This design comes from an exercise in tuning for small area, a short achievable clock period and few clock cycles per item on the open sky130 flow, not from production work.
In this exercise RTL edits were held to simulation tests only and were not proved equivalent to the original.
Power figures rest on the tool's default switching activity, not on a simulated workload.

==> inputs of trial 85 <==
## des_core
module des_core (
    input  logic            ck,
    input  logic            rst,
    input  logic            key_load,
    input  logic            decrypt,
    input  logic            start,
    input  des_pkg::block_t key,
    input  des_pkg::block_t din,
    output des_pkg::block_t dout,
    output logic            done,
    output logic            busy
);
    logic             key_capture;
    logic             load_block;
    logic             round_en;
    logic             one_shift;
    logic             pend;
    des_pkg::subkey_t subkey;
    des_control u_control (
        .ck          (ck),
        .rst         (rst),
        .start       (start),
        .key_load    (key_load),
        .pend        (pend),
        .key_capture (key_capture),
        .load_block  (load_block),
        .round_en    (round_en),
        .one_shift   (one_shift),
        .done        (done),
        .busy        (busy)
    );
  ...
==> flow/config.mk <==
export PLATFORM = sky130hd
export DESIGN_NAME = des_core
export DESIGN_NICKNAME = des_core
export VERILOG_FILES = /design/flow/design.v
export SDC_FILE = /design/flow/constraint.sdc
export NUM_CORES = 4
export LEC_CHECK = 0
export ABC_AREA = 1
export CAP_MARGIN = 20
export CORE_MARGIN = 2
export CORE_UTILIZATION = 40
export SETUP_SLACK_MARGIN = 3.5
export SLEW_MARGIN = 20
==> flow/constraint.sdc <==
create_clock -name core_clock -period 6.0 [get_ports {ck}]
set_input_delay 1.2000 -clock core_clock [delete_from_list [all_inputs] [get_ports {ck}]]
set_output_delay 1.2000 -clock core_clock [all_outputs]
set_load 0.01 [all_outputs]
standard.sh (not shown) runs the stock make flow with config.mk's settings and CLKGATE_MAP_FILE= SYNTH_SCRIPT=/design/flow/synth_recipe.tcl, a recipe that flattens the netlist after the stock synthesis.
==> flow/flow/run.sh <==
#!/bin/bash
# The standard layout (standard.sh), with these changes to how it is made:
#  - the port buffers are plain buf_1 cells instead of the delay cells
#    buffer_ports picks by itself;
#  - synthesis skips the half/full-adder extraction (no ADDER_MAP_FILE), so the
#    S-box logic is left whole to ABC;
set -euo pipefail
export BUFFER_PORTS_ARGS="-buffer_cell sky130_fd_sc_hd__buf_1"
export ADDER_MAP_FILE=
if [[ -f flow/abc.script ]]; then
  rm -rf own_scripts
  cp -r "$FLOW_HOME/scripts" own_scripts
  cp flow/abc.script own_scripts/abc_area.script
  SCRIPTS_DIR="$PWD/own_scripts" bash standard.sh synth > flow_synth.log 2>&1
fi
bash standard.sh finish > flow_make.log 2>&1
==> flow/flow/abc.script <==
&get -n
&st
&dch -f
&nf -R 1000
&put
topo
stime -c
buffer -c
upsize -c
dnsize -c
==> inputs of build 56, as changes to trial 85 <==
==> flow/flow/run.sh (replaced) <==
#!/bin/bash
# The standard layout (standard.sh), with two changes to how it is made:
#  - the port buffers are plain buf_1 cells instead of the delay cells
#    buffer_ports picks by itself;
#  - synthesis skips the half/full-adder extraction (no ADDER_MAP_FILE), so the
#    S-box logic is left whole to ABC. Registers are unchanged.
# Each tool's output stays in orfs/logs/; make's own output goes to flow_make.log.
set -euo pipefail
export BUFFER_PORTS_ARGS="-buffer_cell sky130_fd_sc_hd__buf_1"
export ADDER_MAP_FILE=
bash standard.sh finish > flow_make.log 2>&1
removed: flow/flow/abc.script
==> run summary <==
quantity                                                          trial 85    build 56
Effective utilization at floorplan                                   40.8%       40.7%
Fraction of standard cell area in multi-input logic                  59.4%       56.1%
Arrival time of the worst setup path                               1.26 ns     1.23 ns
Final Power                                                        8270 µW     7820 µW
Proportion of power drawn by the clock network                       13.5%       13.7%
Area share of the leading cell type in the synthesized netlist       27.5%       24.0%
Sw Ratio                                                             53.4%       56.9%
Outcome                                   no timing/DRC/antenna violations  no timing/DRC/antenna violations
Final non-filler cell total                                           1646        2321
GRT met3 Usage                                                       3.89%       5.11%
Total met3 wirelength after detailed routing                       2900 µm     3720 µm
Tcrit/Tclk final                                                     41.0%       40.5%
1st-iter DRT viols                                                    1726        1401
Total instance count after detailed placement                         1599        2281
Testbench counts of trial 85, summed over its fixed seeds: cycles 23,199, blocks 1,280.
Testbench counts of build 56, summed over its fixed seeds: cycles 23,199, blocks 1,280.

========
==> inputs of amber <==
des_core, a different RTL version from the one above (not shown whole).
clock: 6.0 ns
lec_check: 0
abc_clock_period_in_ps: 2000
cap_margin: 20
core_margin: 2
core_utilization: 40
setup_slack_margin: 3.5
slew_margin: 20
run.sh (not shown) runs the stock make flow with config.mk's settings and CLKGATE_MAP_FILE= SYNTH_SCRIPT=/design/flow/synth_recipe.tcl, a recipe that flattens the netlist after the stock synthesis.
Stock flow here: none of the scripts above is used.
==> pepper (differences from amber) <==
==> flow/flow/run.sh (new file) <==
#!/bin/bash
# The standard layout (standard.sh), with two changes to how it is made:
#  - the port buffers are plain buf_1 cells instead of the delay cells
#    buffer_ports picks by itself;
#  - synthesis skips the half/full-adder extraction (no ADDER_MAP_FILE), so the
#    S-box logic is left whole to ABC. Registers are unchanged.
# Each tool's output stays in orfs/logs/; make's own output goes to flow_make.log.
set -euo pipefail
export BUFFER_PORTS_ARGS="-buffer_cell sky130_fd_sc_hd__buf_1"
export ADDER_MAP_FILE=
bash standard.sh finish > flow_make.log 2>&1
==> flow/standard.sh (new file) <==
#!/bin/bash
# synth_recipe.tcl (not shown) runs the flow's synth.tcl, then flattens the netlist and writes it again
# the make line also repeats each setting of config.mk as NAME=value (left out here)
make -C /OpenROAD-flow-scripts/flow DESIGN_CONFIG=/design/flow/config.mk WORK_HOME=/design/flow/orfs CLKGATE_MAP_FILE= SYNTH_SCRIPT=/design/flow/synth_recipe.tcl "${@:-finish}"
Settings changed: ABC_CLOCK_PERIOD_IN_PS 2000 to default.
removed: flow/run.sh
==> notes <==
- Of amber and pepper, amber has the higher critical path depth (gap 7).
- Against amber, the non-clock buffer count of pepper is lower by 50.
- Of pepper and amber, amber has the higher die area (gap about 2.8%, measured against amber).
- In amber the synthesized cell count is lower than in pepper, by about 8%.
- Sequential cell count is the same in pepper and amber.
- In hold slack, amber and pepper hardly differ.
- Of pepper and amber, pepper has the higher via count (gap about 3.4%, measured against amber).
- In amber the clock-buffer cell count is lower than in pepper, by 5.
- Between pepper and amber, the lower fmax is in amber (gap 9.6%, measured against amber).
==> figures <==
item	amber	pepper
Outcome	no timing/DRC/antenna violations	no timing/DRC/antenna violations
Total die area	0.0337 sq mm	0.0328 sq mm
Final non-clock buffer share	21.7%	16.3%
Number of global-route vias before repair	12505	12330
Cells on Worst Hold Path	2	1
Proportion of total power due to net switching	45.8%	49.3%
Synthesized-area fraction occupied by and/or/nand/nor cells	18.8%	22.2%
Synthesized cell area	0.0129 sq mm	0.0125 sq mm
Worst EP required	6.17 ns	4.80 ns
Post-synthesis average cell area	8.56 sq um	7.67 sq um
Class of the most critical setup path	register to register	register to primary output
Post-synthesis net count	1706	1769
Half-perimeter wire length after detailed placement	28600 um	28300 um
Distinct cells, synth	72	67
Wire length of the first global-routing pass	71200 um	68500 um
DIE WIDTH	184 um	181 um
Initial DRC Count	1444	2176
Data arrival time of the worst path	2.97 ns	1.35 ns
Complex-gate fraction of the synthesized area	15.8%	24.7%
Switching pwr	6.29 mW	5.76 mW
Testbench counts of amber, summed over its fixed seeds: cycles 23,199, blocks 1,280.
Testbench counts of pepper, summed over its fixed seeds: cycles 23,199, blocks 1,280.

========
==> run B <==
RTL: one of the versions met above, not the one the previous note started from.
Design des_core, start of the top module:
module des_core (
    input  logic            ck,
    input  logic            rst,
    input  logic            key_load,
    input  logic            decrypt,
    input  logic            start,
    input  des_pkg::block_t key,
    input  des_pkg::block_t din,
    output des_pkg::block_t dout,
    output logic            done,
    output logic            busy
);
    logic             key_capture;
    logic             load_block;
    logic             round_en;
    logic             one_shift;
    logic             pend;
    des_pkg::subkey_t subkey;
    des_control u_control (
        .ck          (ck),
        .rst         (rst),
        .start       (start),
        .key_load    (key_load),
        .pend        (pend),
        .key_capture (key_capture),
        .load_block  (load_block),
        .round_en    (round_en),
        .one_shift   (one_shift),
        .done        (done),
        .busy        (busy)
    );
    des_key_schedule u_key_schedule (
        .ck          (ck),
        .rst         (rst),
        .key_capture (key_capture),
        .decrypt     (decrypt),
        .key         (key),
        .round_en    (round_en),
        .one_shift   (one_shift),
        .pend        (pend),
        .subkey      (subkey)
    );
    des_block_path u_block_path (
        .ck         (ck),
        .load_block (load_block),
        .round_en   (round_en),
        .din        (din),
        .subkey     (subkey),
        .dout       (dout)
    );
endmodule
clock: 6.0 ns
lec_check: 0
abc_area: 1
cap_margin: 20
core_margin: 2
core_utilization: 40
setup_slack_margin: 3.3
slew_margin: 20
standard.sh (not shown) runs the stock make flow with config.mk's settings and CLKGATE_MAP_FILE= SYNTH_SCRIPT=/design/flow/synth_recipe.tcl, a recipe that flattens the netlist after the stock synthesis.
==> flow/flow/run.sh <==
#!/bin/bash
# The standard layout (standard.sh), with two changes to how it is made:
#  - the port buffers are plain buf_1 cells instead of the delay cells
#    buffer_ports picks by itself;
#  - synthesis skips the half/full-adder extraction (no ADDER_MAP_FILE), so the
#    S-box logic is left whole to ABC. Registers are unchanged.
# Each tool's output stays in orfs/logs/; make's own output goes to flow_make.log.
set -euo pipefail
export BUFFER_PORTS_ARGS="-buffer_cell sky130_fd_sc_hd__buf_1"
export ADDER_MAP_FILE=
bash standard.sh finish > flow_make.log 2>&1
==> run P (differences from run B) <==
==> flow/flow/run.sh (replaced) <==
#!/bin/bash
# The standard layout (standard.sh), with these changes to how it is made:
#  - the port buffers are plain buf_1 cells instead of the delay cells
#    buffer_ports picks by itself;
#  - synthesis skips the half/full-adder extraction (no ADDER_MAP_FILE), so the
#    S-box logic is left whole to ABC;
set -euo pipefail
export BUFFER_PORTS_ARGS="-buffer_cell sky130_fd_sc_hd__buf_1"
export ADDER_MAP_FILE=
if [[ -f flow/abc.script ]]; then
  rm -rf own_scripts
  cp -r "$FLOW_HOME/scripts" own_scripts
  cp flow/abc.script own_scripts/abc_area.script
  SCRIPTS_DIR="$PWD/own_scripts" bash standard.sh synth > flow_synth.log 2>&1
fi
bash standard.sh finish > flow_make.log 2>&1
==> flow/flow/abc.script (new file) <==
&get -n
&st
&dch -f
&nf -R 1000
&put
topo
stime -c
buffer -c
upsize -c
dnsize -c
- CTS_BUF_LIST: not set -> sky130_fd_sc_hd__clkbuf_8
- SETUP_SLACK_MARGIN: 3.3 -> 3.65
==> run R (differences from run B) <==
==> flow/flow/run.sh (replaced) <==
#!/bin/bash
# The standard layout (standard.sh), with these changes to how it is made:
#  - the port buffers are plain buf_1 cells instead of the delay cells
#    buffer_ports picks by itself;
#  - synthesis skips the half/full-adder extraction (no ADDER_MAP_FILE), so the
#    S-box logic is left whole to ABC;
set -euo pipefail
export BUFFER_PORTS_ARGS="-buffer_cell sky130_fd_sc_hd__buf_1"
export ADDER_MAP_FILE=
if [[ -f flow/abc.script ]]; then
  rm -rf own_scripts
  cp -r "$FLOW_HOME/scripts" own_scripts
  cp flow/abc.script own_scripts/abc_area.script
  SCRIPTS_DIR="$PWD/own_scripts" bash standard.sh synth > flow_synth.log 2>&1
fi
bash standard.sh finish > flow_make.log 2>&1
==> flow/flow/abc.script (new file) <==
&get -n
&st
&dch -f
&nf -R 1000
&put
topo
stime -c
buffer -c
upsize -c
dnsize -c
- CTS_BUF_LIST: not set -> sky130_fd_sc_hd__clkbuf_8
- SETUP_SLACK_MARGIN: 3.3 -> 3.8
==> qor summary <==
item	run B	run R	run P
Status	finished clean	finished clean	finished clean
Post-synthesis mux area share	0%	0.217%	0.217%
Well Taps	335	285	285
Endpoint, Worst Hold	u_control.done	u_block_path.lr[52]	u_block_path.lr[34]
Switching power share of the total	56.9%	51.8%	54.8%
Share of final layout cell area taken by non-clock buffers	7.09%	15.1%	8.11%
Fraction of synthesized cell area in xor and xnor cells	3.32%	13.0%	13.0%
P per Cell Area	637 nW/um2	735 nW/um2	724 nW/um2
Min Tclk post-route	2.55 ns	2.24 ns	2.34 ns
Share of synthesized cell area in and, or, nand and nor gates	43.0%	18.4%	18.4%
Routed via count	13.2k	11.2k	10.5k
Worst-Skew Late Latency	0.43 ns	0.46 ns	0.46 ns
Area of all sequential standard cells	2570 um2	2820 um2	2700 um2
Root buffer selected by CTS	sky130_fd_sc_hd__clkbuf_16	sky130_fd_sc_hd__clkbuf_8	sky130_fd_sc_hd__clkbuf_8
Post-route clock skew	0.0143 ns	0.0166 ns	0.0124 ns
Testbench counts of run B, summed over its fixed seeds: cycles 23,199, blocks 1,280.
Testbench counts of run P, summed over its fixed seeds: cycles 23,199, blocks 1,280.
Testbench counts of run R, summed over its fixed seeds: cycles 23,199, blocks 1,280.

========
==> job 259: inputs <==
des_core with an RTL version that a note above also has.
clock: 6.0 ns
lec_check: 0
cap_margin: 20
core_margin: 2
core_utilization: 40
setup_slack_margin: 3.0
slew_margin: 20
run.sh (not shown) runs the stock make flow with config.mk's settings and CLKGATE_MAP_FILE= SYNTH_SCRIPT=/design/flow/synth_recipe.tcl, a recipe that flattens the netlist after the stock synthesis.
Stock flow here: none of the scripts above is used.
==> inputs of job 299, as changes to job 259 <==
==> flow/flow/run.sh (new file) <==
#!/bin/bash
# The standard layout (standard.sh), with two changes to how it is made:
#  - the port buffers are plain buf_1 cells instead of the delay cells
#    buffer_ports picks by itself;
#  - synthesis skips the half/full-adder extraction (no ADDER_MAP_FILE), so the
#    S-box logic is left whole to ABC. Registers are unchanged.
# Each tool's output stays in orfs/logs/; make's own output goes to flow_make.log.
set -euo pipefail
export BUFFER_PORTS_ARGS="-buffer_cell sky130_fd_sc_hd__buf_1"
export ADDER_MAP_FILE=
bash standard.sh finish > flow_make.log 2>&1
==> flow/standard.sh (new file) <==
#!/bin/bash
# synth_recipe.tcl (not shown) runs the flow's synth.tcl, then flattens the netlist and writes it again
# the make line also repeats each setting of config.mk as NAME=value (left out here)
make -C /OpenROAD-flow-scripts/flow DESIGN_CONFIG=/design/flow/config.mk WORK_HOME=/design/flow/orfs CLKGATE_MAP_FILE= SYNTH_SCRIPT=/design/flow/synth_recipe.tcl "${@:-finish}"
Settings changed: ABC_AREA set to 1, SETUP_SLACK_MARGIN 3.0 to 3.5.
removed: flow/run.sh
==> inputs of job 763, as changes to job 259 <==
Settings changed: SETUP_SLACK_MARGIN 3.0 to 3.5.
==> qor.yml <==
n_tap_cell: 402
outcome: "no timing/DRC/antenna violations"
path_class: "reg2out"
cp_num_buf_inv: 2
power_w: 0.0106
p_clk_w: 0.00108
met2_length_mm: 19.5
p_int_w: 0.00552
r2r_cells: 8
critical_path.top_delay_family: "buffers and inverters"
routed_wl_mm: 43.0
crit_end: "dout[24]"
syn_nets: 1706
synthCells: 1510
die_h_um: 184
place_ws_ns: 2.23
The numbers above come from job 259.

==> qor.yml <==
outcome: "no timing/DRC/antenna violations"
n_tap_cell: 402
path_class: "reg2reg"
met2_length_mm: 22.8
r2r_cells: 9
hold_viol: 0
synthXorXnorAreaFrac_pct: 8.22
die_h_um: 184
critical_path.top_delay_family: "multiplexers"
syn_nets: 1706
drt-initial-drc-count: 1444
combinationalPower_w: 0.0109
p_clk_w: 0.00118
p_int_w: 0.00744
routed_wl_mm: 48.7
crit_end: "u_block_path.lr[15]"
place_ws_ns: 2.20
cp_num_buf_inv: 3
The numbers above come from job 763.

==> qor.yml <==
syn_nets: 1979
n_tap_cell: 378
p_clk_w: 0.00105
critical_path.top_delay_family: "flip-flops"
path_class: "reg2out"
multi_input_area_share_pct: 52.8
hold_buffers: 0
outcome: "no timing/DRC/antenna violations"
cts_tree: "done"
met2_length_mm: 18.8
place_ws_ns: 2.96
crit_end: "dout[6]"
power_w: 0.00677
cp_num_buf_inv: 1
p_int_w: 0.00323
setup_ws_ns: 3.50
routed_wl_mm: 42.5
The numbers above come from job 299.

Testbench counts of job 259, summed over its fixed seeds: cycles 23,199, blocks 1,280.
Testbench counts of job 299, summed over its fixed seeds: cycles 23,199, blocks 1,280.
Testbench counts of job 763, summed over its fixed seeds: cycles 23,199, blocks 1,280.

[afterwards: timing with drivers on the ports]
In the flow no input, the clock included, has a driving cell. The finished layouts below were timed again as built, in two steps.
Step 1 assumes that a clkbuf_16 drives the clock port and a buf_2 every other input.
Step 2 also shifts input and output timing later by t, the mid clock arrival at the registers, as if the neighbouring blocks saw the same clock.
Three values: ideal ports, drivers, drivers and shift; two values: the first two.
run	t, ns	setup WS [ns]	hold WS [ns]	cell pins on the clock port's net
trial 85	0.478	3.537 / 3.490 / 3.155	0.462 / 0.462 / 0.462	1
build 56	0.470	3.568 / 3.523 / 3.182	0.503 / 0.503 / 0.503	1
amber	0.482	3.206 / 3.206 / 3.059	0.523 / 0.523 / 0.523	1
pepper	0.485	3.452 / 3.401 / 3.136	0.522 / 0.522 / 0.522	1
run B	0.469	3.450 / 3.450 / 3.083	0.495 / 0.495 / 0.495	1
run P	0.489	3.661 / 3.621 / 3.293	0.468 / 0.468 / 0.468	1
run R	0.495	3.759 / 3.717 / 3.359	0.451 / 0.451 / 0.451	1
job 259	0.478	3.043 / 2.994 / 2.653	0.517 / 0.517 / 0.517	1
job 299	0.492	3.504 / 3.449 / 3.146	0.515 / 0.515 / 0.515	1
job 763	0.482	3.206 / 3.206 / 3.059	0.523 / 0.523 / 0.523	1
After both steps setup and hold are still met in every run listed. The setup slack of run R, which loses most, moves by -0.042 ns with the drivers and by -0.400 ns with both steps.
